Background: an optimization exercise with open tools, aiming at a short achievable clock period and few clock cycles. Do not read the settings as production practice.
Function was checked by simulation only, so behaviour that the tests miss may differ from the original.
No activity file was given, so power comes from the tool's default toggle rates.

==> design/flow/design.v <==
package cpu_pkg;
    localparam int xlen = 32;
    localparam int reg_addr_width = 5;
    localparam int data_words = 64;
    localparam int data_index_width = $clog2(data_words);
    localparam logic [6:0] op_reg_arith = 7'b0110011;
    localparam logic [6:0] op_imm_arith = 7'b0010011;
    localparam logic [6:0] op_load = 7'b0000011;
    localparam logic [6:0] op_store = 7'b0100011;
    localparam logic [6:0] op_lui = 7'b0110111;
    localparam logic [6:0] op_jal = 7'b1101111;
    localparam logic [2:0] f3_add_sub = 3'b000;
    localparam logic [2:0] f3_slt = 3'b010;
    localparam logic [2:0] f3_xor = 3'b100;
    localparam logic [2:0] f3_or = 3'b110;
    localparam logic [2:0] f3_and = 3'b111;
    localparam logic [2:0] f3_word = 3'b010;  
    localparam int sel_add = 0;  
    localparam int sel_sub = 1;
    localparam int sel_slt = 2;
    localparam int sel_xor = 3;
    localparam int sel_or = 4;
    localparam int sel_and = 5;
    localparam int sel_load = 6;
    localparam int sel_width = 7;
endpackage
`timescale 1ns/10ps
module stage_register #(
    parameter int width = 1
) (
    input  logic clk,
    input  logic rst,
    input  logic valid_in,
    input  logic [width-1:0] payload_in,
    output logic valid_out,
    output logic [width-1:0] payload_out
);
    always_ff @(posedge clk) begin
        if (!rst) valid_out <= 1'b0;
        else valid_out <= valid_in;
    end
    always_ff @(posedge clk) begin
        payload_out <= payload_in;
    end
endmodule
`timescale 1ns/10ps
import cpu_pkg::*;
module register_file (
    input  logic clk,
    input  logic rst,
    input  logic [31:0] read_sel_1,
    input  logic [31:0] read_sel_2,
    output logic [xlen-1:0] read_data_1,
    output logic [xlen-1:0] read_data_2,
    input  logic [(2**reg_addr_width)-1:1] write_enable,  
    input  logic [xlen-1:0] write_data
);
    logic [xlen-1:0] regs [1:(2**reg_addr_width)-1];  
    always_ff @(posedge clk) begin
        if (!rst) begin
            for (int i = 1; i < 2**reg_addr_width; i++) begin
                regs[i] <= '0;
            end
        end else begin
            for (int i = 1; i < 2**reg_addr_width; i++) begin
                if (write_enable[i]) regs[i] <= write_data;
            end
        end
    end
    always_comb begin
        read_data_1 = '0;
        read_data_2 = '0;
        for (int i = 1; i < 2**reg_addr_width; i++) begin
            read_data_1 = read_data_1 | ({xlen{read_sel_1[i]}} & regs[i]);
            read_data_2 = read_data_2 | ({xlen{read_sel_2[i]}} & regs[i]);
        end
    end
endmodule
`timescale 1ns/10ps
import cpu_pkg::*;
module fetch_stage (
    input  logic clk,
    input  logic rst,
    input  logic stall,
    input  logic d_write,
    input  logic [reg_addr_width-1:0] d_rd,
    input  logic d_a_from_ex,
    input  logic d_b_from_ex,
    input  logic ex_write,
    input  logic [reg_addr_width-1:0] ex_rd,
    output logic [xlen-1:0] instr_addr,
    input  logic [xlen-1:0] instr_data,
    output logic [xlen-1:0] fetch_link,    
    output logic [xlen-1:0] fetch_instr,
    output logic [31:0] fetch_rs1_sel,     
    output logic [31:0] fetch_rs2_sel,     
    output logic fetch_a_from_ex,
    output logic fetch_a_from_wb,
    output logic fetch_b_from_ex,
    output logic fetch_b_from_wb,
    output logic [7:0] fetch_offset,       
    output logic fetch_mem,                
    output logic fetch_valid
);
    logic [xlen-1:0] pc;
    logic [xlen-1:0] pc_plus4;
    logic [xlen-1:0] target;
    logic [xlen-1:0] pc_next;
    logic is_jal;
    logic [xlen-1:0] imm_j;
    logic [6:0] opcode;
    logic uses_rs1;
    logic uses_rs2;
    logic [reg_addr_width-1:0] rs1;
    logic [reg_addr_width-1:0] rs2;
    assign instr_addr = pc;
    assign pc_plus4 = pc + xlen'(4);
    assign opcode = instr_data[6:0];
    assign is_jal = opcode == op_jal;
    assign imm_j = {{12{instr_data[31]}}, instr_data[19:12], instr_data[20],
                    instr_data[30:21], 1'b0};
    assign target = pc + imm_j;
    assign pc_next = is_jal ? target : pc_plus4;
    assign uses_rs1 = opcode != op_lui && opcode != op_jal;
    assign uses_rs2 = opcode == op_reg_arith || opcode == op_store;
    assign rs1 = instr_data[19:15];
    assign rs2 = instr_data[24:20];
    always_ff @(posedge clk) begin
        if (!rst) begin
            pc <= '0;
            fetch_valid <= 1'b0;
        end else if (!stall) begin
            pc <= pc_next;
            fetch_valid <= 1'b1;
        end
    end
    always_ff @(posedge clk) begin
        if (!stall) begin
            fetch_a_from_ex <= uses_rs1 && d_write && d_rd == rs1;
            fetch_a_from_wb <= uses_rs1 && ex_write && ex_rd == rs1;
            fetch_b_from_ex <= uses_rs2 && d_write && d_rd == rs2;
            fetch_b_from_wb <= uses_rs2 && ex_write && ex_rd == rs2;
        end else begin
            fetch_a_from_ex <= 1'b0;
            fetch_a_from_wb <= d_a_from_ex;
            fetch_b_from_ex <= 1'b0;
            fetch_b_from_wb <= d_b_from_ex;
        end
    end
    always_ff @(posedge clk) begin
        if (!stall) begin
            fetch_instr <= instr_data;
            fetch_mem <= (opcode == op_load || opcode == op_store) && instr_data[14:12] == f3_word;
            fetch_offset <= opcode == op_store ? {instr_data[27:25], instr_data[11:7]}
                                               : instr_data[27:20];
            fetch_link <= pc_plus4;
            for (int i = 0; i < 32; i++) begin
                fetch_rs1_sel[i] <= uses_rs1 && i != 0 && instr_data[19:15] == 5'(i);
                fetch_rs2_sel[i] <= uses_rs2 && i != 0 && instr_data[24:20] == 5'(i);
            end
        end
    end
endmodule
`timescale 1ns/10ps
import cpu_pkg::*;
module decode_stage (
    input  logic [xlen-1:0] fetch_link,
    input  logic [xlen-1:0] fetch_instr,
    input  logic [31:0] fetch_rs1_sel,
    input  logic [31:0] fetch_rs2_sel,
    input  logic fetch_valid,
    input  logic [7:0] fetch_offset,
    input  logic fetch_mem,
    input  logic fetch_a_from_ex,
    input  logic fetch_a_from_wb,
    input  logic fetch_b_from_ex,
    input  logic fetch_b_from_wb,
    input  logic [xlen-1:0] read_data_1,
    input  logic [xlen-1:0] read_data_2,
    input  logic [xlen-1:0] ex_sum,
    input  logic [xlen-1:0] ex_diff,
    input  logic [xlen-1:0] ex_rest,
    input  logic [sel_width-1:0] ex_sel,
    input  logic [7:0] ex_result_fast,    
    input  logic ex_slow,                 
    input  logic [xlen-1:0] wb_data,
    output logic [xlen-1:0] operand_a,
    output logic [xlen-1:0] operand_b,
    output logic [data_words-1:0] word_sel,
    output logic [sel_width-1:0] sel,
    output logic write,
    output logic store,
    output logic [reg_addr_width-1:0] rd,
    output logic stall,    
    output logic a_from_ex,
    output logic b_from_ex
);
    logic [6:0] opcode;
    logic [2:0] funct3;
    logic [reg_addr_width-1:0] rs1;
    logic [reg_addr_width-1:0] rs2;
    logic is_reg;
    logic is_imm;
    logic is_load;
    logic is_store;
    logic is_lui;
    logic is_jal;
    logic arith_legal;
    logic b_from_reg;
    logic a_zero;
    logic [xlen-1:0] imm_i;
    logic [xlen-1:0] imm_u;
    logic a_from_wb;
    logic b_from_wb;
    logic [xlen-1:0] a_base;
    logic [xlen-1:0] b_base;
    logic [7:0] offset;
    logic [7:0] base;
    logic [7:0] address;
    assign opcode = fetch_instr[6:0];
    assign funct3 = fetch_instr[14:12];
    assign rd = fetch_instr[11:7];
    assign rs1 = fetch_instr[19:15];
    assign rs2 = fetch_instr[24:20];
    assign imm_i = {{20{fetch_instr[31]}}, fetch_instr[31:20]};
    assign imm_u = {fetch_instr[31:12], 12'b0};
    assign is_reg = opcode == op_reg_arith;
    assign is_imm = opcode == op_imm_arith;
    assign is_load = opcode == op_load && funct3 == f3_word;
    assign is_store = opcode == op_store && funct3 == f3_word;
    assign is_lui = opcode == op_lui;
    assign is_jal = opcode == op_jal;
    assign arith_legal = funct3 == f3_add_sub || funct3 == f3_slt || funct3 == f3_xor
                         || funct3 == f3_or || funct3 == f3_and;
    assign stall = fetch_valid && fetch_mem && a_from_ex && ex_slow;
    assign write = fetch_valid && !stall && rd != '0
                   && (((is_reg || is_imm) && arith_legal) || is_load || is_lui || is_jal);
    assign store = fetch_valid && !stall && is_store;
    always_comb begin
        sel = '0;
        if (is_load) begin
            sel[sel_load] = 1'b1;
        end else if (is_lui || is_jal) begin
            sel[sel_add] = 1'b1;
        end else begin
            case (funct3)
                f3_add_sub: begin
                    if (is_reg && fetch_instr[30]) sel[sel_sub] = 1'b1;
                    else sel[sel_add] = 1'b1;
                end
                f3_slt: sel[sel_slt] = 1'b1;
                f3_xor: sel[sel_xor] = 1'b1;
                f3_or: sel[sel_or] = 1'b1;
                default: sel[sel_and] = 1'b1;
            endcase
        end
    end
    assign a_zero = is_lui || is_jal;
    assign a_from_ex = fetch_a_from_ex;
    assign a_from_wb = fetch_a_from_wb;
    assign a_base = a_from_wb ? wb_data : read_data_1;
    logic a_sum;
    logic a_diff;
    logic a_rest;
    assign a_sum = a_from_ex && ex_sel[sel_add];
    assign a_diff = a_from_ex && ex_sel[sel_sub];
    assign a_rest = a_from_ex && !ex_sel[sel_add] && !ex_sel[sel_sub];
    assign operand_a = ({xlen{a_sum}} & ex_sum) | ({xlen{a_diff}} & ex_diff)
                     | ({xlen{a_rest}} & ex_rest) | ({xlen{!a_from_ex}} & a_base);
    assign offset = fetch_offset;
    assign base = a_from_ex ? ex_result_fast : a_base[7:0];
    assign address = base + offset;
    always_comb begin
        for (int i = 0; i < data_words; i++) begin
            word_sel[i] = address[7:2] == data_index_width'(i);
        end
    end
    assign b_from_reg = is_reg || is_store;
    assign b_from_ex = fetch_b_from_ex;
    assign b_from_wb = fetch_b_from_wb;
    always_comb begin
        if (b_from_reg) b_base = b_from_wb ? wb_data : read_data_2;
        else if (is_lui) b_base = imm_u;
        else if (is_jal) b_base = fetch_link;
        else b_base = imm_i;
    end
    logic b_sum;
    logic b_diff;
    logic b_rest;
    assign b_sum = b_from_ex && ex_sel[sel_add];
    assign b_diff = b_from_ex && ex_sel[sel_sub];
    assign b_rest = b_from_ex && !ex_sel[sel_add] && !ex_sel[sel_sub];
    assign operand_b = ({xlen{b_sum}} & ex_sum) | ({xlen{b_diff}} & ex_diff)
                     | ({xlen{b_rest}} & ex_rest) | ({xlen{!b_from_ex}} & b_base);
endmodule
`timescale 1ns/10ps
import cpu_pkg::*;
module execute_stage (
    input  logic [xlen-1:0] operand_a,
    input  logic [xlen-1:0] operand_b,
    input  logic [sel_width-1:0] sel,
    input  logic [xlen-1:0] load_data,
    output logic [xlen-1:0] result,
    output logic [xlen-1:0] sum,
    output logic [xlen-1:0] diff,
    output logic [xlen-1:0] rest,
    output logic [7:0] result_fast,    
    output logic slow
);
    logic [xlen-1:0] a;
    logic [xlen-1:0] b;
    logic less;
    assign a = operand_a;
    assign b = operand_b;
    assign sum = a + b;
    assign diff = a - b;
    assign less = (a[xlen-1] != b[xlen-1]) ? a[xlen-1] : diff[xlen-1];
    assign rest = ({xlen{sel[sel_slt]}} & {{(xlen-1){1'b0}}, less})
                | ({xlen{sel[sel_xor]}} & (a ^ b))
                  | ({xlen{sel[sel_or]}} & (a | b))
                  | ({xlen{sel[sel_and]}} & (a & b))
                  | ({xlen{sel[sel_load]}} & load_data);
    assign result = ({xlen{sel[sel_add]}} & sum) | ({xlen{sel[sel_sub]}} & diff) | rest;
    assign result_fast = ({8{sel[sel_add]}} & sum[7:0])
                       | ({8{sel[sel_sub]}} & diff[7:0])
                       | ({8{sel[sel_xor]}} & (a[7:0] ^ b[7:0]))
                       | ({8{sel[sel_or]}} & (a[7:0] | b[7:0]))
                       | ({8{sel[sel_and]}} & (a[7:0] & b[7:0]));
    assign slow = sel[sel_load] || sel[sel_slt];
endmodule
`timescale 1ns/10ps
import cpu_pkg::*;
module memory_stage (
    input  logic clk,
    input  logic [data_words-1:0] word_sel,
    input  logic store,
    input  logic [xlen-1:0] store_data,
    output logic [xlen-1:0] load_data
);
    logic [xlen-1:0] ram [data_words];
    always_ff @(posedge clk) begin
        for (int i = 0; i < data_words; i++) begin
            if (store && word_sel[i]) ram[i] <= store_data;
        end
    end
    always_comb begin
        load_data = '0;
        for (int i = 0; i < data_words; i++) begin
            load_data = load_data | ({xlen{word_sel[i]}} & ram[i]);
        end
    end
endmodule
`timescale 1ns/10ps
import cpu_pkg::*;
module five_stage_cpu (
    input  logic clk,
    input  logic rst,
    output logic [xlen-1:0] instr_addr,
    input  logic [xlen-1:0] instr_data,
    output logic retire_valid,
    output logic [reg_addr_width-1:0] retire_rd,
    output logic [xlen-1:0] retire_data
);
    logic [xlen-1:0] fetch_link;
    logic [xlen-1:0] fetch_instr;
    logic [31:0] fetch_rs1_sel;
    logic [31:0] fetch_rs2_sel;
    logic fetch_valid;
    logic [7:0] fetch_offset;
    logic fetch_mem;
    logic fetch_a_from_ex;
    logic fetch_a_from_wb;
    logic fetch_b_from_ex;
    logic fetch_b_from_wb;
    logic stall;
    logic d_a_from_ex;
    logic d_b_from_ex;
    logic [xlen-1:0] read_data_1;
    logic [xlen-1:0] read_data_2;
    logic [xlen-1:0] d_operand_a;
    logic [xlen-1:0] d_operand_b;
    logic [data_words-1:0] d_word_sel;
    logic [sel_width-1:0] d_sel;
    logic d_write;
    logic d_store;
    logic [reg_addr_width-1:0] d_rd;
    logic [xlen-1:0] ex_operand_a;
    logic [xlen-1:0] ex_operand_b;
    logic [data_words-1:0] ex_word_sel;
    logic [sel_width-1:0] ex_sel;
    logic ex_write;
    logic ex_store;
    logic [reg_addr_width-1:0] ex_rd;
    logic [xlen-1:0] ex_store_data;   
    logic [xlen-1:0] load_data;
    logic [xlen-1:0] ex_result;
    logic [xlen-1:0] ex_sum;
    logic [xlen-1:0] ex_diff;
    logic [xlen-1:0] ex_rest;
    logic [7:0] ex_result_fast;
    logic ex_slow;
    logic [(2**reg_addr_width)-1:1] wb_enable;
    logic [xlen-1:0] wb_data;
    fetch_stage fetch_stage (
        .clk ( clk ),
        .rst ( rst ),
        .stall ( stall ),
        .d_write ( d_write ),
        .d_rd ( d_rd ),
        .d_a_from_ex ( d_a_from_ex ),
        .d_b_from_ex ( d_b_from_ex ),
        .ex_write ( ex_write ),
        .ex_rd ( ex_rd ),
        .instr_addr ( instr_addr ),
        .instr_data ( instr_data ),
        .fetch_link ( fetch_link ),
        .fetch_instr ( fetch_instr ),
        .fetch_rs1_sel ( fetch_rs1_sel ),
        .fetch_rs2_sel ( fetch_rs2_sel ),
        .fetch_a_from_ex ( fetch_a_from_ex ),
        .fetch_a_from_wb ( fetch_a_from_wb ),
        .fetch_b_from_ex ( fetch_b_from_ex ),
        .fetch_b_from_wb ( fetch_b_from_wb ),
        .fetch_offset ( fetch_offset ),
        .fetch_mem ( fetch_mem ),
        .fetch_valid ( fetch_valid )
    );
    decode_stage decode_stage (
        .fetch_link ( fetch_link ),
        .fetch_instr ( fetch_instr ),
        .fetch_rs1_sel ( fetch_rs1_sel ),
        .fetch_rs2_sel ( fetch_rs2_sel ),
        .fetch_valid ( fetch_valid ),
        .fetch_offset ( fetch_offset ),
        .fetch_mem ( fetch_mem ),
        .fetch_a_from_ex ( fetch_a_from_ex ),
        .fetch_a_from_wb ( fetch_a_from_wb ),
        .fetch_b_from_ex ( fetch_b_from_ex ),
        .fetch_b_from_wb ( fetch_b_from_wb ),
        .read_data_1 ( read_data_1 ),
        .read_data_2 ( read_data_2 ),
        .ex_sum ( ex_sum ),
        .ex_diff ( ex_diff ),
        .ex_rest ( ex_rest ),
        .ex_sel ( ex_sel ),
        .ex_result_fast ( ex_result_fast ),
        .ex_slow ( ex_slow ),
        .wb_data ( wb_data ),
        .operand_a ( d_operand_a ),
        .operand_b ( d_operand_b ),
        .word_sel ( d_word_sel ),
        .sel ( d_sel ),
        .write ( d_write ),
        .store ( d_store ),
        .rd ( d_rd ),
        .stall ( stall ),
        .a_from_ex ( d_a_from_ex ),
        .b_from_ex ( d_b_from_ex )
    );
    register_file register_file (
        .clk ( clk ),
        .rst ( rst ),
        .read_sel_1 ( fetch_rs1_sel ),
        .read_sel_2 ( fetch_rs2_sel ),
        .read_data_1 ( read_data_1 ),
        .read_data_2 ( read_data_2 ),
        .write_enable ( wb_enable ),
        .write_data ( wb_data )
    );
    always_ff @(posedge clk) begin
        if (!rst) begin
            ex_write <= 1'b0;
            ex_store <= 1'b0;
        end else begin
            ex_write <= d_write;
            ex_store <= d_store;
        end
    end
    always_ff @(posedge clk) begin
        ex_operand_a <= d_operand_a;
        ex_operand_b <= d_operand_b;
        ex_word_sel <= d_word_sel;
        ex_sel <= d_sel;
        ex_rd <= d_rd;
        if (d_store) ex_store_data <= d_operand_b;
    end
    execute_stage execute_stage (
        .operand_a ( ex_operand_a ),
        .operand_b ( ex_operand_b ),
        .sel ( ex_sel ),
        .load_data ( load_data ),
        .result ( ex_result ),
        .sum ( ex_sum ),
        .diff ( ex_diff ),
        .rest ( ex_rest ),
        .result_fast ( ex_result_fast ),
        .slow ( ex_slow )
    );
    memory_stage memory_stage (
        .clk ( clk ),
        .word_sel ( ex_word_sel ),
        .store ( ex_store ),
        .store_data ( ex_store_data ),
        .load_data ( load_data )
    );
    always_ff @(posedge clk) begin
        for (int i = 1; i < 2**reg_addr_width; i++) begin
            wb_enable[i] <= rst && ex_write && ex_rd == reg_addr_width'(i);
        end
        if (ex_write) wb_data <= ex_result;
    end
    stage_register #(.width(reg_addr_width + xlen)) writeback_register (
        .clk ( clk ),
        .rst ( rst ),
        .valid_in ( ex_write ),
        .payload_in ( {ex_rd, ex_result} ),
        .valid_out ( retire_valid ),
        .payload_out ( {retire_rd, retire_data} )
    );
endmodule
==> design/flow/flow/run.sh <==
#!/bin/bash
# The standard layout (standard.sh) with two synthesis changes: Yosys's
# full-adder extraction is off, so ABC maps the adders itself, and the slow
# complex cells (stacked 3- and 4-input gates, majority) are added to the
# platform's don't-use list, so neither ABC nor the resizer uses them.
set -euo pipefail
base="sky130_fd_sc_hd__lpflow_bleeder_1 sky130_fd_sc_hd__lpflow_clkbufkapwr_1 sky130_fd_sc_hd__lpflow_clkbufkapwr_16 sky130_fd_sc_hd__lpflow_clkbufkapwr_2 sky130_fd_sc_hd__lpflow_clkbufkapwr_4 sky130_fd_sc_hd__lpflow_clkbufkapwr_8 sky130_fd_sc_hd__lpflow_clkinvkapwr_1 sky130_fd_sc_hd__lpflow_clkinvkapwr_16 sky130_fd_sc_hd__lpflow_clkinvkapwr_2 sky130_fd_sc_hd__lpflow_clkinvkapwr_4 sky130_fd_sc_hd__lpflow_clkinvkapwr_8 sky130_fd_sc_hd__lpflow_decapkapwr_12 sky130_fd_sc_hd__lpflow_decapkapwr_3 sky130_fd_sc_hd__lpflow_decapkapwr_4 sky130_fd_sc_hd__lpflow_decapkapwr_6 sky130_fd_sc_hd__lpflow_decapkapwr_8 sky130_fd_sc_hd__lpflow_inputiso0n_1 sky130_fd_sc_hd__lpflow_inputiso0p_1 sky130_fd_sc_hd__lpflow_inputiso1n_1 sky130_fd_sc_hd__lpflow_inputiso1p_1 sky130_fd_sc_hd__lpflow_inputisolatch_1 sky130_fd_sc_hd__lpflow_isobufsrc_1 sky130_fd_sc_hd__lpflow_isobufsrc_16 sky130_fd_sc_hd__lpflow_isobufsrc_2 sky130_fd_sc_hd__lpflow_isobufsrc_4 sky130_fd_sc_hd__lpflow_isobufsrc_8 sky130_fd_sc_hd__lpflow_isobufsrckapwr_16 sky130_fd_sc_hd__lpflow_lsbuf_lh_hl_isowell_tap_1 sky130_fd_sc_hd__lpflow_lsbuf_lh_hl_isowell_tap_2 sky130_fd_sc_hd__lpflow_lsbuf_lh_hl_isowell_tap_4 sky130_fd_sc_hd__lpflow_lsbuf_lh_isowell_4 sky130_fd_sc_hd__lpflow_lsbuf_lh_isowell_tap_1 sky130_fd_sc_hd__lpflow_lsbuf_lh_isowell_tap_2 sky130_fd_sc_hd__lpflow_lsbuf_lh_isowell_tap_4 sky130_fd_sc_hd__probe_p_8 sky130_fd_sc_hd__probec_p_8 "
slow="sky130_fd_sc_hd__a2111o_1 sky130_fd_sc_hd__a2111o_2 sky130_fd_sc_hd__a2111o_4 sky130_fd_sc_hd__a2111oi_0 sky130_fd_sc_hd__a2111oi_1 sky130_fd_sc_hd__a2111oi_2 sky130_fd_sc_hd__a2111oi_4 sky130_fd_sc_hd__a221o_1 sky130_fd_sc_hd__a221o_2 sky130_fd_sc_hd__a221o_4 sky130_fd_sc_hd__a221oi_1 sky130_fd_sc_hd__a221oi_2 sky130_fd_sc_hd__a221oi_4 sky130_fd_sc_hd__a222oi_1 sky130_fd_sc_hd__a311o_1 sky130_fd_sc_hd__a311o_2 sky130_fd_sc_hd__a311o_4 sky130_fd_sc_hd__a311oi_1 sky130_fd_sc_hd__a311oi_2 sky130_fd_sc_hd__a311oi_4 sky130_fd_sc_hd__a31o_1 sky130_fd_sc_hd__a31o_2 sky130_fd_sc_hd__a31o_4 sky130_fd_sc_hd__a31oi_1 sky130_fd_sc_hd__a31oi_2 sky130_fd_sc_hd__a31oi_4 sky130_fd_sc_hd__a32o_1 sky130_fd_sc_hd__a32o_2 sky130_fd_sc_hd__a32o_4 sky130_fd_sc_hd__a32oi_1 sky130_fd_sc_hd__a32oi_2 sky130_fd_sc_hd__a32oi_4 sky130_fd_sc_hd__a41o_1 sky130_fd_sc_hd__a41o_2 sky130_fd_sc_hd__a41o_4 sky130_fd_sc_hd__a41oi_1 sky130_fd_sc_hd__a41oi_2 sky130_fd_sc_hd__a41oi_4 sky130_fd_sc_hd__and4_1 sky130_fd_sc_hd__and4_2 sky130_fd_sc_hd__and4_4 sky130_fd_sc_hd__and4b_1 sky130_fd_sc_hd__and4b_2 sky130_fd_sc_hd__and4b_4 sky130_fd_sc_hd__and4bb_1 sky130_fd_sc_hd__and4bb_2 sky130_fd_sc_hd__and4bb_4 sky130_fd_sc_hd__maj3_1 sky130_fd_sc_hd__maj3_2 sky130_fd_sc_hd__maj3_4 sky130_fd_sc_hd__nand4_1 sky130_fd_sc_hd__nand4_2 sky130_fd_sc_hd__nand4_4 sky130_fd_sc_hd__nand4b_1 sky130_fd_sc_hd__nand4b_2 sky130_fd_sc_hd__nand4b_4 sky130_fd_sc_hd__nand4bb_1 sky130_fd_sc_hd__nand4bb_2 sky130_fd_sc_hd__nand4bb_4 sky130_fd_sc_hd__nor3_1 sky130_fd_sc_hd__nor3_2 sky130_fd_sc_hd__nor3_4 sky130_fd_sc_hd__nor3b_1 sky130_fd_sc_hd__nor3b_2 sky130_fd_sc_hd__nor3b_4 sky130_fd_sc_hd__nor4_1 sky130_fd_sc_hd__nor4_2 sky130_fd_sc_hd__nor4_4 sky130_fd_sc_hd__nor4b_1 sky130_fd_sc_hd__nor4b_2 sky130_fd_sc_hd__nor4b_4 sky130_fd_sc_hd__nor4bb_1 sky130_fd_sc_hd__nor4bb_2 sky130_fd_sc_hd__nor4bb_4 sky130_fd_sc_hd__o2111a_1 sky130_fd_sc_hd__o2111a_2 sky130_fd_sc_hd__o2111a_4 sky130_fd_sc_hd__o2111ai_1 sky130_fd_sc_hd__o2111ai_2 sky130_fd_sc_hd__o2111ai_4 sky130_fd_sc_hd__o221a_1 sky130_fd_sc_hd__o221a_2 sky130_fd_sc_hd__o221a_4 sky130_fd_sc_hd__o221ai_1 sky130_fd_sc_hd__o221ai_2 sky130_fd_sc_hd__o221ai_4 sky130_fd_sc_hd__o311a_1 sky130_fd_sc_hd__o311a_2 sky130_fd_sc_hd__o311a_4 sky130_fd_sc_hd__o311ai_0 sky130_fd_sc_hd__o311ai_1 sky130_fd_sc_hd__o311ai_2 sky130_fd_sc_hd__o311ai_4 sky130_fd_sc_hd__o31a_1 sky130_fd_sc_hd__o31a_2 sky130_fd_sc_hd__o31a_4 sky130_fd_sc_hd__o31ai_1 sky130_fd_sc_hd__o31ai_2 sky130_fd_sc_hd__o31ai_4 sky130_fd_sc_hd__o32a_1 sky130_fd_sc_hd__o32a_2 sky130_fd_sc_hd__o32a_4 sky130_fd_sc_hd__o32ai_1 sky130_fd_sc_hd__o32ai_2 sky130_fd_sc_hd__o32ai_4 sky130_fd_sc_hd__o41a_1 sky130_fd_sc_hd__o41a_2 sky130_fd_sc_hd__o41a_4 sky130_fd_sc_hd__o41ai_1 sky130_fd_sc_hd__o41ai_2 sky130_fd_sc_hd__o41ai_4 sky130_fd_sc_hd__or3_1 sky130_fd_sc_hd__or3_2 sky130_fd_sc_hd__or3_4 sky130_fd_sc_hd__or3b_1 sky130_fd_sc_hd__or3b_2 sky130_fd_sc_hd__or3b_4 sky130_fd_sc_hd__or4_1 sky130_fd_sc_hd__or4_2 sky130_fd_sc_hd__or4_4 sky130_fd_sc_hd__or4b_1 sky130_fd_sc_hd__or4b_2 sky130_fd_sc_hd__or4b_4 sky130_fd_sc_hd__or4bb_1 sky130_fd_sc_hd__or4bb_2 sky130_fd_sc_hd__or4bb_4 "
bash standard.sh ADDER_MAP_FILE= "DONT_USE_CELLS=$base $slow" finish > flow.log 2>&1
==> design/flow/standard.sh <==
#!/bin/bash
# synth_recipe.tcl (not shown) runs the flow's synth.tcl, then flattens the netlist and writes it again
# the make line also repeats each setting of config.mk as NAME=value (left out here)
make -C /OpenROAD-flow-scripts/flow DESIGN_CONFIG=/design/flow/config.mk WORK_HOME=/design/flow/orfs CLKGATE_MAP_FILE= SYNTH_SCRIPT=/design/flow/synth_recipe.tcl "${@:-finish}"
==> design/flow/config.mk <==
export PLATFORM = sky130hd
export DESIGN_NAME = five_stage_cpu
export DESIGN_NICKNAME = five_stage_cpu
export VERILOG_FILES = /design/flow/design.v
export SDC_FILE = /design/flow/constraint.sdc
export NUM_CORES = 4
export LEC_CHECK = 0
export CAP_MARGIN = 20
export CORE_MARGIN = 2
export CORE_UTILIZATION = 30
export PLACE_DENSITY = 0.5
export SETUP_SLACK_MARGIN = 3.4
export SLEW_MARGIN = 20
==> design/flow/constraint.sdc <==
create_clock -name core_clock -period 6.0 [get_ports {clk}]
set_input_delay 1.2000 -clock core_clock [delete_from_list [all_inputs] [get_ports {clk}]]
set_output_delay 1.2000 -clock core_clock [all_outputs]
set_load 0.01 [all_outputs]
==> results.py, run 1 <==
metrics = {
    "route": {
        "drt_pass1_iterations": 9,
        "vias_per_cell": 6.007,
        "vias": 114900,
        "ant_nets": 0,
        "detail_route.wl_per_cell_um": 38.65,
        "drt_iter0_drc": 19120,
        "drcViolationCount": 0,
        "finalWirelength_um": 739000,
    },
    "synthesis": {
        "yosysSeqAreaShare_pct": 63.31,
        "syn_area_per_cell_um2": 12.13,
        "synth-edff-count": 2243,
        "ys_warn_count": 8,
        "synthArstFlopShare_pct": 0,
        "synthFlopType": "edfxtp_1",
        "ys_types": 56,
        "syn_area_um2": 145600,
        "ys_ff_latch": 3482,
        "syn_inst": 12000,
        "synth_nets": 12030,
    },
    "floorplanning": {
        "die_area_um2": 490800,
        "rows": 255,
        "core_area_um2": 482700,
        "initial_core_util_pct": 30.16,
        "die_height_um": 700.6,
        "ios": 104,
        "dieWidth_um": 700.6,
    },
    "power_and_ir_drop": {
        "power.total_uw": 50560,
        "clockPowerShare_pct": 46.1,
        "power_density_nw_per_um2": 288.4,
        "vdd_ir_drop_max_mv": 0.2567,
        "p_comb_share_pct": 3.7,
        "p_int_uw": 38980,
        "p_leak_uw": 0.05805,
        "p_seq_share_pct": 50.3,
        "power.switching_uw": 11580,
        "p_sw_share_pct": 22.91,
    },
    "worst_setup_path": {
        "path_max_fanout": 8,
        "worstSetupEndpointType": "register",
        "cp.arrival_ns": 4.40,
        "start_kind": "register",
        "critPathKind": "register to register",
        "critPathRequiredTime_ns": 6.93,
    },
    "cells_and_area": {
        "fillers": 47130,
        "design_area_um2": 175300,
        "final_core_util_pct": 36.32,
        "regArea_um2": 92780,
        "drive_above_1_share_pct": 17.83,
        "area_growth_pct": 20.44,
        "layout.nets": 12410,
        "multiInputGateArea_um2": 52420,
    },
    "sta": {
        "slew_violations": 0,
        "worst_slew_pin_slew_ns": 1.305,
        "whs_ns": 0.5403,
        "max_freq_mhz": 288.7,
        "finalCritPeriodShare_pct": 57.74,
        "period_needed_ns": 3.464,
        "rsz0062_at_grt": "true",
        "slew_headroom_pct": 13.02,
        "fin_tns_setup_ns": 0,
        "clock_skew_ns": 0.07441,
        "hold_violations": 0,
        "setup_viol": 0,
    },
    "hold_path": {
        "hold_path_class": "register to register",
    },
    "clocking": {
        "cts_max_level": 5,
        "cts.sinks": 3482,
        "ctsHoldBuffers": 0,
        "clk_latency_ns": 1.03,
        "cts_buffers": 360,
        "clockBufferDepth": 4,
        "path_clk_slew_ns": 0.07,
        "cts_tree": "yes",
        "cts_root_buffer": "clkbuf_16",
    },
    "global_routing": {
        "grt_pass1_vias": 104800,
        "antenna_found_initial": 45,
        "grt_pass1_wl_um": 970400,
        "track_usage_pct": 28.84,
        "grt_max_degree": 240,
        "overflow": 0,
    },
    "placement": {
        "hpwl_um": 409500,
        "dpl_cell_area_um2": 155400,
        "portBuffers": 102,
        "place.gp.congestion": 0.8932,
    },
    "run": {
        "drv_cap": 0,
    },
    "outcome": {
        "status": "finished clean",
    },
}
==> power by group through the flow <==
| stage | Clock, µW | Combinational, µW | Sequential, µW |
|---|---|---|---|
| 6_report | 23300 | 1860 | 25400 |
| 5_1_grt | 24200 | 1880 | 25400 |
| 4_1_cts | 23300 | 1690 | 25400 |
| 3_5_place_dp | 0 | 1420 | 26000 |
| 3_3_place_gp | 0 | 1430 | 26000 |
| 2_1_floorplan | 0 | 769 | 25800 |
==> critical path: stages, from the launching register on <==
cell and delay, ns:
edfxtp_1 0.46, buf_12 0.17, a22o_1 0.23, a211oi_2 0.13
and3_1 0.19, nand2_2 0.10, o21ai_2 0.20, buf_6 0.16
o21ai_4 0.10, buf_4 0.16, a21oi_4 0.16, o21ai_4 0.12
and3_4 0.21, a21oi_4 0.17, buf_6 0.12, and3_4 0.18
a211oi_4 0.05, buf_6 0.17, buf_12 0.14, a211oi_2 0.18
==> metrics by stage <==
stage          setup WS, ns  cells
3_5_place_dp          1.235  17980
6_report              2.536  19120
4_1_cts               2.644  18980
5_1_grt               2.478  19110
3_3_place_gp          1.065  17970
2_1_floorplan         2.078  12000
==> cell type report <==
type	instances	area share [%]
Antenna cell	24	0.03426
Sequential cell	3482	52.92
Inverter	52	0.1242
Tap cell	6425	4.585
Clock buffer	468	5.694
Clock inverter	192	1.046
Multi-Input combinational cell	7510	29.90
Timing Repair Buffer	968	5.698
==> kinds of logic (layout without fill, tap and decap cells) <==
family,count (synthesis),count (layout),synth area share (%)
xor gates and xnor gates,161,161,0.9738
buffers and inverters,1011,1680,2.644
and+or+nand+nor,3439,3445,11.57
other,1,25,0.002576
DFF,3482,3482,63.31
muxes,1023,1023,7.041
AOI/OAI and AO/OA,2880,2880,14.46
==> final timing paths <==
check	start	cells past startpoint	slack [ns]	end
max reg2reg	fetch_stage.fetch_rs1_sel[14]$_DFFE_PN_	19	2.54	ex_word_sel[28]$_DFF_P_
max	fetch_stage.fetch_rs1_sel[14]$_DFFE_PN_	19	2.54	ex_word_sel[28]$_DFF_P_
min	register_file.regs[29][30]$_SDFFE_PN0P_	2	0.54	register_file.regs[29][30]$_SDFFE_PN0P_
min reg2reg	register_file.regs[29][30]$_SDFFE_PN0P_	2	0.54	register_file.regs[29][30]$_SDFFE_PN0P_
==> cell usage in the layout (no fill, tap or decap), types with 56 or more instances in the layout <==
master	n
edfxtp_1	2243
a22oi_1	1427
dfxtp_1	1033
nor2b_1	1018
mux2i_1	1008
nor2_1	858
nand2_1	696
buf_4	573
a22o_1	572
nand3_1	434
clkbuf_16	374
buf_6	211
a21oi_1	177
dfxtp_4	145
o21ai_0	116
buf_12	110
xnor2_1	91
a21oi_2	90
clkinv_2	82
a211oi_1	74
and2_4	68
clkbuf_1	67
o21ai_1	66
and3_1	62
dfxtp_2	61
o22ai_1	58
o21ai_2	56
==> synthesized netlist by cell type (6+ instances only) <==
master	n	area, µm²
o211a_1	13	130.1
xor2_1	57	499.2
inv_1	50	187.7
buf_2	22	110.1
o21a_1	16	120.1
nand2b_1	47	294.0
edfxtp_1	2243	67350
o211ai_1	44	330.3
dfxtp_1	1239	24800
nor2_1	907	3405
nand3b_1	19	142.6
and2_1	112	700.7
a21o_1	30	225.2
o21ai_0	230	1151
or2_2	17	106.4
a22o_1	573	5019
o22a_1	14	122.6
mux2_2	8	90.09
a211oi_1	100	750.7
and3_1	75	469.2
a22oi_1	1447	10860
a21oi_1	281	1406
buf_1	191	716.9
nand2_1	737	2766
nand3_1	483	2417
o22ai_1	66	412.9
mux2i_1	1015	10160
o21ai_1	19	95.09
clkbuf_1	740	2778
nor2b_1	1030	6444
a211o_1	11	96.34
o21bai_1	6	45.04
xnor2_1	103	902.1
==> metal layers <==
layer	routed length (µm)	global-route usage, %	up-vias
li1	-	-	45500
met1	277500	37.20	58530
met2	323200	44.18	8576
met3	88310	7.209	2234
met4	49870	16.17	26
met5	157	0	-
==> sequential cells by signal, summed over array words and instances, names as in the netlist, 5 cells and up <==
register / count
register_file.regs: 992
fetch_stage.fetch_instr: 32
fetch_stage.pc: 31
fetch_stage.fetch_offset: 5
fetch_stage.fetch_rs2_sel: 31
wb_data: 32
ex_sel: 7
wb_enable: 31
memory_stage.ram: 2048
fetch_stage.fetch_rs1_sel: 31
ex_rd: 5
writeback_register.payload_out: 37
ex_word_sel: 64
fetch_stage.fetch_link: 31
ex_store_data: 32
ex_operand_a: 32
ex_operand_b: 32
==> repair_timing <==
action	4_1_cts	5_1_grt
hold endpoints to repair	0	0
pin swaps	129	98
gates resized for setup	1128	255
cloned	15	0
buffers inserted	333	111
setup endpoints to repair	1377	318
Testbench counts, summed over its fixed seeds: cycles 16,169.
==> run 2, diff against run 1 <==
--- a/design/flow/design.v
+++ b/design/flow/design.v
@@ -147,17 +147,26 @@
             fetch_b_from_wb <= d_b_from_ex;
         end
     end
+    logic [xlen-1:0] word;
+    logic [6:0] word_opcode;
+    logic word_uses_rs1;
+    logic word_uses_rs2;
+    assign word = stall ? fetch_instr : instr_data;
+    assign word_opcode = word[6:0];
+    assign word_uses_rs1 = word_opcode != op_lui && word_opcode != op_jal;
+    assign word_uses_rs2 = word_opcode == op_reg_arith || word_opcode == op_store;
+    always_ff @(posedge clk) begin
+        fetch_mem <= (word_opcode == op_load || word_opcode == op_store) && word[14:12] == f3_word;
+        fetch_offset <= word_opcode == op_store ? {word[27:25], word[11:7]} : word[27:20];
+        for (int i = 0; i < 32; i++) begin
+            fetch_rs1_sel[i] <= word_uses_rs1 && i != 0 && word[19:15] == 5'(i);
+            fetch_rs2_sel[i] <= word_uses_rs2 && i != 0 && word[24:20] == 5'(i);
+        end
+    end
     always_ff @(posedge clk) begin
         if (!stall) begin
             fetch_instr <= instr_data;
-            fetch_mem <= (opcode == op_load || opcode == op_store) && instr_data[14:12] == f3_word;
-            fetch_offset <= opcode == op_store ? {instr_data[27:25], instr_data[11:7]}
-                                               : instr_data[27:20];
             fetch_link <= pc_plus4;
-            for (int i = 0; i < 32; i++) begin
-                fetch_rs1_sel[i] <= uses_rs1 && i != 0 && instr_data[19:15] == 5'(i);
-                fetch_rs2_sel[i] <= uses_rs2 && i != 0 && instr_data[24:20] == 5'(i);
-            end
         end
     end
 endmodule
@@ -186,7 +195,8 @@
     input  logic [xlen-1:0] wb_data,
     output logic [xlen-1:0] operand_a,
     output logic [xlen-1:0] operand_b,
-    output logic [data_words-1:0] word_sel,
+    output logic [7:0] word_sel_hi,    
+    output logic [7:0] word_sel_lo,    
     output logic [sel_width-1:0] sel,
     output logic write,
     output logic store,
@@ -271,8 +281,9 @@
     assign base = a_from_ex ? ex_result_fast : a_base[7:0];
     assign address = base + offset;
     always_comb begin
-        for (int i = 0; i < data_words; i++) begin
-            word_sel[i] = address[7:2] == data_index_width'(i);
+        for (int i = 0; i < 8; i++) begin
+            word_sel_hi[i] = address[7:5] == 3'(i);
+            word_sel_lo[i] = address[4:2] == 3'(i);
         end
     end
     assign b_from_reg = is_reg || is_store;
@@ -332,7 +343,8 @@
 import cpu_pkg::*;
 module memory_stage (
     input  logic clk,
-    input  logic [data_words-1:0] word_sel,
+    input  logic [7:0] sel_hi,
+    input  logic [7:0] sel_lo,
     input  logic store,
     input  logic [xlen-1:0] store_data,
     output logic [xlen-1:0] load_data
@@ -340,13 +352,18 @@
     logic [xlen-1:0] ram [data_words];
     always_ff @(posedge clk) begin
         for (int i = 0; i < data_words; i++) begin
-            if (store && word_sel[i]) ram[i] <= store_data;
+            if (store && sel_hi[i / 8] && sel_lo[i % 8]) ram[i] <= store_data;
         end
     end
+    logic [xlen-1:0] group [8];
     always_comb begin
         load_data = '0;
-        for (int i = 0; i < data_words; i++) begin
-            load_data = load_data | ({xlen{word_sel[i]}} & ram[i]);
+        for (int h = 0; h < 8; h++) begin
+            group[h] = '0;
+            for (int l = 0; l < 8; l++) begin
+                group[h] = group[h] | ({xlen{sel_lo[l]}} & ram[8 * h + l]);
+            end
+            load_data = load_data | ({xlen{sel_hi[h]}} & group[h]);
         end
     end
 endmodule
@@ -379,14 +396,16 @@
     logic [xlen-1:0] read_data_2;
     logic [xlen-1:0] d_operand_a;
     logic [xlen-1:0] d_operand_b;
-    logic [data_words-1:0] d_word_sel;
+    logic [7:0] d_word_sel_hi;
+    logic [7:0] d_word_sel_lo;
     logic [sel_width-1:0] d_sel;
     logic d_write;
     logic d_store;
     logic [reg_addr_width-1:0] d_rd;
     logic [xlen-1:0] ex_operand_a;
     logic [xlen-1:0] ex_operand_b;
-    logic [data_words-1:0] ex_word_sel;
+    logic [7:0] ex_word_sel_hi;
+    logic [7:0] ex_word_sel_lo;
     logic [sel_width-1:0] ex_sel;
     logic ex_write;
     logic ex_store;
@@ -448,7 +467,8 @@
         .wb_data ( wb_data ),
         .operand_a ( d_operand_a ),
         .operand_b ( d_operand_b ),
-        .word_sel ( d_word_sel ),
+        .word_sel_hi ( d_word_sel_hi ),
+        .word_sel_lo ( d_word_sel_lo ),
         .sel ( d_sel ),
         .write ( d_write ),
         .store ( d_store ),
@@ -479,7 +499,8 @@
     always_ff @(posedge clk) begin
         ex_operand_a <= d_operand_a;
         ex_operand_b <= d_operand_b;
-        ex_word_sel <= d_word_sel;
+        ex_word_sel_hi <= d_word_sel_hi;
+        ex_word_sel_lo <= d_word_sel_lo;
         ex_sel <= d_sel;
         ex_rd <= d_rd;
         if (d_store) ex_store_data <= d_operand_b;
@@ -498,7 +519,8 @@
     );
     memory_stage memory_stage (
         .clk ( clk ),
-        .word_sel ( ex_word_sel ),
+        .sel_hi ( ex_word_sel_hi ),
+        .sel_lo ( ex_word_sel_lo ),
         .store ( ex_store ),
         .store_data ( ex_store_data ),
         .load_data ( load_data )
==> run 2 against run 1 <==
Compared with the run above: non-clock buffer count fell by 46; via count is 4.5% lower; worst setup slack better by 0.23 ns; still clean.
==> results.py, run 2 <==
metrics = {
    "cells_and_area": {
        "largest_register_ffs": 2048,
        "final_core_util_pct": 36.61,
        "area_growth_pct": 21.51,
        "drive_above_1_share_pct": 19.27,
        "final_cell_mix": "2150 x edfxtp_1, 1711 x a22oi_1, 1605 x nor2_1",
        "instances_no_fill": 19050,
        "layout.nets": 12550,
        "reg.largest.list": "memory_stage.ram x2048, register_file.regs x992, writeback_register.payload_out x37",
        "regMostFlops": "memory_stage.ram",
        "layout_commonest_cell": "edfxtp_1",
    },
    "global_routing": {
        "grt_pass1_vias": 101500,
        "overflow": 0,
        "grt_max_degree": 113,
        "track_usage_pct": 25.06,
        "grt_pass1_wl_um": 853900,
        "antenna_found_initial": 31,
    },
    "sta": {
        "slew_headroom_pct": 13.37,
        "period_needed_ns": 3.234,
        "clock_skew_ns": 0.07963,
        "max_freq_mhz": 309.2,
        "fin_ws_ns": 2.766,
        "fin_tns_setup_ns": 0,
        "slew_violations": 0,
        "hold_violations": 0,
        "rsz0062_at_grt": "true",
        "finalCritPeriodShare_pct": 53.89,
        "setup_viol": 0,
        "worst_slew_pin_slew_ns": 1.286,
    },
    "synthesis": {
        "syn_area_um2": 142000,
        "synth_top_cell_by_area": "edfxtp_1",
        "synthArstFlopShare_pct": 0,
        "ys_ff_latch": 3434,
        "synthFlopType": "edfxtp_1",
        "synth_common_cells": "2150 x edfxtp_1, 1787 x a22oi_1, 1679 x nor2_1",
        "synth_area_leaders": "edfxtp_1 45%, dfxtp_1 18%, a22oi_1 9.4%",
        "post-synth-top-count-cell": "edfxtp_1",
        "ys_types": 78,
        "ys_warn_count": 9,
        "syn_inst": 12200,
        "synth-edff-count": 2150,
        "syn_area_per_cell_um2": 11.64,
        "yosysSeqAreaShare_pct": 63.56,
        "synth_top_area_share_pct": 45.46,
        "synth_nets": 12240,
    },
    "route": {
        "drt_pass1_iterations": 7,
        "vias": 109700,
        "detail_route.wl_per_cell_um": 33.14,
        "drcViolationCount": 0,
        "finalWirelength_um": 631400,
        "drt_iter0_drc": 15420,
        "vias_per_cell": 5.758,
        "ant_nets": 0,
    },
    "floorplanning": {
        "initial_core_util_pct": 30.13,
        "rows": 252,
        "die_height_um": 692.0,
        "die_area_um2": 478900,
        "dieWidth_um": 692.0,
        "core_area_um2": 471400,
        "ios": 104,
    },
    "placement": {
        "dp_cells": 17900,
        "dp_slack_ns": 1.605,
        "place.gp.congestion": 0.8926,
        "portBuffers": 102,
        "hpwl_um": 351200,
    },
    "worst_setup_path": {
        "ff2ff_path_depth": 13,
        "worstSetupEndpointType": "register",
        "path_max_fanout": 17,
        "cp.arrival_ns": 4.10,
        "critPathKind": "register to register",
        "start_kind": "register",
        "critPathRequiredTime_ns": 6.86,
    },
    "power_and_ir_drop": {
        "vdd_ir_drop_max_mv": 0.2671,
        "power_density_nw_per_um2": 287.9,
        "p_leak_uw": 0.05921,
        "power.total_uw": 49690,
    },
    "hold_path": {
        "hold_depth": 0,
        "hold_path_class": "register to register",
    },
    "clocking": {
        "cts_max_level": 5,
        "cts_buffers": 365,
        "path_clk_slew_ns": 0.06,
        "clockBufferDepth": 4,
        "cts.sinks": 3434,
        "cts_tree": "yes",
        "clk_latency_ns": 1.02,
        "ctsHoldBuffers": 0,
        "cts_root_buffer": "clkbuf_16",
    },
    "outcome": {
        "status": "finished clean",
    },
    "run": {
        "drv_cap": 0,
    },
}
## run 2: cell families after synthesis
| kind of cell | Yosys count | share of synthesized area, % |
|---|---|---|
| compound gates | 3041 | 15.17 |
| simple gates | 3479 | 10.04 |
| flops | 3434 | 63.56 |
| buf+inv | 1037 | 2.822 |
| other cells | 1 | 0.002641 |
| xor+xnor | 174 | 1.089 |
| mux | 1035 | 7.317 |
## run 2: path summary, 6_finish.rpt
path	from	endpoint	slack, ns
worst max register to register	fetch_stage.fetch_rs1_sel[26]$_DFF_P_	ex_word_sel_hi[4]$_DFF_P_	2.77
worst max-delay path	fetch_stage.fetch_rs1_sel[26]$_DFF_P_	ex_word_sel_hi[4]$_DFF_P_	2.77
worst min register to register	fetch_stage.fetch_instr[11]$_DFF_P_	ex_rd[4]$_DFF_P_	0.43
worst min-delay path	fetch_stage.fetch_instr[11]$_DFF_P_	ex_rd[4]$_DFF_P_	0.43
## run 2: report_power, final
part	leakage, µW	total, µW	internal, µW	switching, µW
Clock	0.00556	22200	12400	9850
Combinational	0.0237	2470	832	1640
Sequential	0.0300	25000	24800	177
## run 2: critical path: stages (launching register included)
cell and delay [ns]:
dfxtp_4 0.68, buf_8 0.37, a22o_1 0.19, nor2_1 0.06
nand3_1 0.06, nor2_1 0.05, nand3_1 0.14, o21ai_0 0.14
nand2_1 0.22, a21boi_4 0.35, xnor2_4 0.16, buf_12 0.14
buf_2 0.19, mux2_2 0.36
## run 2: cell type report
cell class | instances | area, µm²
multi-input cells | 7734 | 51910
clock buffers | 520 | 10220
repair buffers | 922 | 10250
diodes | 14 | 35.03
repair inverters | 1 | 8.758
clock inverters | 147 | 1150
flip-flops and latches | 3434 | 90950
fillers | 45830 | 298800
inverters | 57 | 246.5
well taps | 6223 | 7786
## run 2: per-stage QoR
stage / hold WS (ns) / area [µm²]
after floorplan: 0.3290 / 142400
after CTS: 0.4316 / 170300
after detailed placement: 0.4252 / 150700
after global placement: 0.4226 / 150600
final: 0.4311 / 172600
after global routing: 0.4437 / 172500
## run 2: repair_timing
item                                    4_1_cts  5_1_grt
cloned                                       35        7
buffers inserted                            340       89
pin swaps                                   287      213
resized for setup                          1752      364
endpoints found under the setup margin     2473      772
## run 2: metal layers
metal | GRT usage, % | vias to the layer above | routed length, µm
met5 | 0 | - | 123
met4 | 11.95 | 14 | 35800
met3 | 5.210 | 1554 | 62040
met2 | 39.27 | 6447 | 283600
met1 | 33.04 | 55800 | 249800
li1 | - | 45890 | -
Testbench counts of run 2, summed over its fixed seeds: cycles 16,169.

what the ideal ports hide:
The flow's constraints put no driver on any port. The routed layouts listed below were extracted and timed again, unchanged, in two steps. Step 1 assumes that a clkbuf_16 drives the clock port and a buf_2 every other input. Step 2 also shifts input and output timing later by t, the mid clock arrival at the registers, as if the neighbouring blocks saw the same clock. Three values: no drivers, after step 1, after step 2; two values: the first two.
| run | t, ns | setup slack, ns | hold WS [ns] | latest minus earliest clock arrival (ns) | slew at the worst register clock pin (ns) |
|---|---|---|---|---|---|
| run 1 | 1.110 | 2.536 / 2.536 / 1.822 | 0.540 / 0.525 / 0.540 | 0.087 / 0.086 | 0.07 / 0.07 |
| run 2 | 1.091 | 2.766 / 2.766 / 2.158 | 0.431 / 0.431 / 0.431 | 0.084 / 0.084 | 0.07 / 0.07 |
After both steps every run listed still meets setup and hold. For run 1, which loses most, drivers alone change the setup slack by 0.000 ns; drivers and shift together by -0.714 ns.
